Context: an optimization exercise on an open-source flow, tuned for small area, a short achievable clock period and few clock cycles. The choices shown serve that exercise and are no tape-out recipe.
Function was checked by simulation only, so behaviour that the tests miss may differ from the original.
No activity file was given, so power comes from the tool's default toggle rates.

==> willow <==
==> flow/design.v <==
`default_nettype none
package friet_pkg;
    parameter int block_width = 128;
    parameter int lane_width = 32;
    typedef logic [block_width-1:0] block_t;
    typedef enum logic [3:0] {
        inst_load_key = 4'd1,
        inst_encrypt  = 4'd2,
        inst_decrypt  = 4'd3,
        inst_tag      = 4'd4,
        inst_verify   = 4'd5
    } inst_t;
    typedef enum logic [1:0] {
        core_load    = 2'd0,
        core_encrypt = 2'd1,
        core_decrypt = 2'd2,
        core_squeeze = 2'd3
    } core_oper_t;
    parameter logic [2:0] verdict_fixed_bits = 3'b111;
endpackage
`default_nettype wire
`timescale 1ns/10ps
`default_nettype none
module friet_stream_top #(
    parameter int DIN_DOUT_WIDTH = 32
) (
    input  wire                        clk,
    input  wire                        reg_compare_tag_rst,
    input  wire friet_pkg::inst_t      inst,
    input  wire                        inst_valid,
    output logic                       inst_ready,
    input  wire [DIN_DOUT_WIDTH-1:0]   din,
    input  wire                        din_last,
    input  wire                        din_valid,
    output logic                       din_ready,
    output logic [DIN_DOUT_WIDTH-1:0]  dout,
    output logic                       dout_last,
    output logic                       dout_valid,
    input  wire                        dout_ready
);
    localparam int W = DIN_DOUT_WIDTH;
    localparam int LD = 0;
    localparam int EN = 1;
    localparam int DE = 2;
    localparam int TG = 3;
    localparam int VF = 4;
    logic [W-1:0] lane [0:3];
    logic [3:0] p, p_n;          
    logic [3:0] rsel, rsel_n;    
    logic [1:0] wcnt, wcnt_n;
    logic zero, zero_n;          
    logic [4:0] op, op_n;        
    logic [4:0] pend, pend_n;    
    logic [4:0] dec;
    logic iready, iready_n;
    logic vlast, vlast_n;        
    logic diff;                  
    logic [W-1:0] o0_d, o1_d;
    logic o0_l, o1_l;
    logic o0_v, o0_v_n;
    logic o1_v, o1_v_n;
    logic drdy, drdy_n;          
    logic qstep, qstep_n;        
    logic dmask, dmask_n;        
    logic [W-1:0] rd;
    logic [W-1:0] x;
    logic [W-1:0] res;
    logic res_l;
    logic [W-1:0] wdata;
    logic step;
    logic enq;
    logic deq;
    logic fin;
    logic free;
    logic blk_end;
    logic wr;
    logic inst_hs;
    always_comb begin
        rd = '0;
        for (int i = 0; i < 4; i++) begin
            rd = rd | (lane[i] & {W{rsel[i]}});
        end
    end
    assign x = rd ^ (din & {W{dmask}});
    assign res = x | {{(W-4){1'b0}}, {3{vlast}}, vlast & diff};
    assign res_l = vlast | (op[TG] & (wcnt == 2'd3)) | ((op[EN] | op[DE]) & din_last);
    assign wdata = din ^ (rd & {W{op[EN]}});
    assign inst_ready = iready;
    assign din_ready = drdy;
    assign dout = o0_d;
    assign dout_last = o0_l;
    assign dout_valid = o0_v;
    assign step = qstep | (din_valid & drdy);
    assign enq = step & (op[EN] | op[DE] | op[TG] | vlast);
    assign deq = o0_v & dout_ready;
    assign blk_end = step & (wcnt == 2'd3);
    assign fin = vlast ? step : (op[TG] ? blk_end : (step & ~op[VF] & din_last));
    assign free = ~(|op) | fin;
    assign wr = op[LD] | op[EN] | op[DE];
    assign inst_hs = inst_valid & iready;
    always_comb begin
        dec = '0;
        case (inst)
            friet_pkg::inst_load_key: dec[LD] = 1'b1;
            friet_pkg::inst_encrypt:  dec[EN] = 1'b1;
            friet_pkg::inst_decrypt:  dec[DE] = 1'b1;
            friet_pkg::inst_tag:      dec[TG] = 1'b1;
            friet_pkg::inst_verify:   dec[VF] = 1'b1;
            default:                  dec = '0;
        endcase
    end
    always_comb begin
        op_n = op;
        pend_n = pend;
        if (free) begin
            pend_n = '0;
            if (!iready) op_n = pend;
            else if (inst_hs) op_n = dec;
            else op_n = '0;
        end else if (inst_hs) begin
            pend_n = dec;
        end
        p_n = p;
        wcnt_n = wcnt;
        zero_n = zero;
        vlast_n = vlast;
        if (step && !vlast) begin
            wcnt_n = wcnt + 2'd1;
            if (blk_end && (op[EN] || op[DE])) p_n = {p[1:0], p[3:2]};
            else p_n = {p[2:0], p[3]};
            if (blk_end && wr) zero_n = 1'b0;
            if (blk_end && op[VF]) vlast_n = 1'b1;
        end
        if (step && vlast) vlast_n = 1'b0;
        if (deq) o0_v_n = o1_v | enq;
        else o0_v_n = o0_v | enq;
        o1_v_n = o1_v ? ~deq : (enq & o0_v & ~deq);
        if (reg_compare_tag_rst) begin
            op_n = '0;
            pend_n = '0;
            p_n = 4'b0001;
            wcnt_n = 2'd0;
            zero_n = 1'b1;
            vlast_n = 1'b0;
            o0_v_n = 1'b0;
            o1_v_n = 1'b0;
        end
        iready_n = ~(|pend_n);
        rsel_n = p_n & {4{~(zero_n | vlast_n)}};
        dmask_n = (op_n[EN] | op_n[DE] | op_n[VF]) & ~vlast_n;
        drdy_n = op_n[LD] | (op_n[VF] & ~vlast_n) | ((op_n[EN] | op_n[DE]) & ~o1_v_n);
        qstep_n = (op_n[TG] | vlast_n) & ~o1_v_n;
    end
    always_ff @(posedge clk) begin
        op <= op_n;
        pend <= pend_n;
        iready <= iready_n;
        p <= p_n;
        wcnt <= wcnt_n;
        zero <= zero_n;
        vlast <= vlast_n;
        o0_v <= o0_v_n;
        o1_v <= o1_v_n;
        rsel <= rsel_n;
        dmask <= dmask_n;
        drdy <= drdy_n;
        qstep <= qstep_n;
    end
    always_ff @(posedge clk) begin
        if (step && op[VF] && !vlast) begin
            diff <= ((wcnt != 2'd0) & diff) | (|x);
        end
    end
    always_ff @(posedge clk) begin
        for (int i = 0; i < 4; i++) begin
            if (step && wr && p[i]) lane[i] <= wdata;
        end
    end
    always_ff @(posedge clk) begin
        if (!o0_v || dout_ready) begin
            o0_d <= o1_v ? o1_d : res;
            o0_l <= o1_v ? o1_l : res_l;
        end
        if (!o1_v) begin
            o1_d <= res;
            o1_l <= res_l;
        end
    end
endmodule
`default_nettype wire
==> flow/run.sh <==
#!/bin/bash
# synth_recipe.tcl (not shown) runs the flow's synth.tcl, then flattens the netlist and writes it again
# the make line also repeats each setting of config.mk as NAME=value (left out here)
make -C /OpenROAD-flow-scripts/flow DESIGN_CONFIG=/design/flow/config.mk WORK_HOME=/design/flow/orfs CLKGATE_MAP_FILE= SYNTH_SCRIPT=/design/flow/synth_recipe.tcl finish
==> flow/config.mk <==
export PLATFORM = sky130hd
export DESIGN_NAME = friet_stream_top
export DESIGN_NICKNAME = friet_stream_top
export VERILOG_FILES = /design/flow/design.v
export SDC_FILE = /design/flow/constraint.sdc
export NUM_CORES = 4
export LEC_CHECK = 0
export CAP_MARGIN = 20
export CORE_MARGIN = 2
export CORE_UTILIZATION = 40
export CTS_BUF_LIST = sky130_fd_sc_hd__clkbuf_4 sky130_fd_sc_hd__clkbuf_8
export SETUP_SLACK_MARGIN = 3.6
export SLEW_MARGIN = 20
==> flow/constraint.sdc <==
create_clock -name core_clock -period 6.0 [get_ports {clk}]
set_input_delay 1.2000 -clock core_clock [delete_from_list [all_inputs] [get_ports {clk}]]
set_output_delay 1.2000 -clock core_clock [all_outputs]
set_load 0.01 [all_outputs]
==> juniper: changes against willow <==
--- a/flow/config.mk
+++ b/flow/config.mk
@@ -9,5 +9,7 @@
 export CORE_MARGIN = 2
 export CORE_UTILIZATION = 40
-export CTS_BUF_LIST = sky130_fd_sc_hd__clkbuf_4 sky130_fd_sc_hd__clkbuf_8
-export SETUP_SLACK_MARGIN = 3.6
+export CTS_BUF_LIST = sky130_fd_sc_hd__clkbuf_8 sky130_fd_sc_hd__clkbuf_16
+export CTS_CLUSTER_DIAMETER = 100
+export CTS_CLUSTER_SIZE = 30
+export SETUP_SLACK_MARGIN = 3.8
 export SLEW_MARGIN = 20
==> summary.md <==
| Metric | Value |
|---|---|
| Met3 usage | `3.92%` |
| Nets@finish | `868` |
| CP Cell Sequence | `clkdlybuf4s50_1, a21o_4, a21oi_2, o31ai_4, buf_4, nand2b_1, a41o_1` |
| Post-CTS Resized | `71` |
| Clock power share | `42.7%` |
| Non-CTS buffers | `96` |
| Status | `finished clean` |
| Actual slew at the worst max-slew pin | `1.00 ns` |
| Pleak | `3.94 nW` |
| DP HPWL | `12300 um` |
| Share of cells above drive strength 1 | `17.8%` |
Source of the figures above: willow

==> summary.md <==
| Metric | Value |
|---|---|
| Status | `finished clean` |
| Placement Setup Slack | `2.69 ns` |
| CP Cell Sequence | `buf_2` |
| #FFs+latches synth | `223` |
| Required time worst endpoint | `4.80 ns` |
| DP HPWL | `12400 um` |
| Met2 Usage GRT | `32.1%` |
| Pleak | `3.90 nW` |
| Actual slew at the worst max-slew pin | `0.575 ns` |
| Startpoint Class | `flip-flop` |
| Met3 usage | `2.51%` |
| Post-Syn Instances | `709` |
| Clock power share | `30.6%` |
| Nets@finish | `867` |
| Post-CTS Resized | `264` |
| Setup slack, reg-to-reg | `3.91 ns` |
Source of the figures above: juniper

Testbench counts of willow, summed over its fixed seeds: cycles 15,718.
Testbench counts of juniper, summed over its fixed seeds: cycles 15,718.

[port drivers added, routing unchanged]
No port has a modelled driver above. Below, the same layouts with a new extraction and two added sets of constraints. Step 1 assumes that a clkbuf_16 drives the clock port and a buf_2 every other input. Step 2 adds t to the input delays and takes it off the output delays; t is the mean of the earliest and latest rising clock arrival at the registers after step 1. Input paths then give back, and output paths get back, about the clock's delay inside the block. Three values: ideal ports, drivers, drivers and shift; two values: the first two.
run	t (ns)	setup WS [ns]	worst data-port slew with drivers (ns)
willow	0.548	3.529 / 3.546 / 2.999	0.05
juniper	0.504	3.711 / 3.665 / 3.341	0.05
After both steps setup and hold are still met in every run listed. For willow, which loses most, drivers alone change the setup slack by +0.017 ns; drivers and shift together by -0.530 ns.
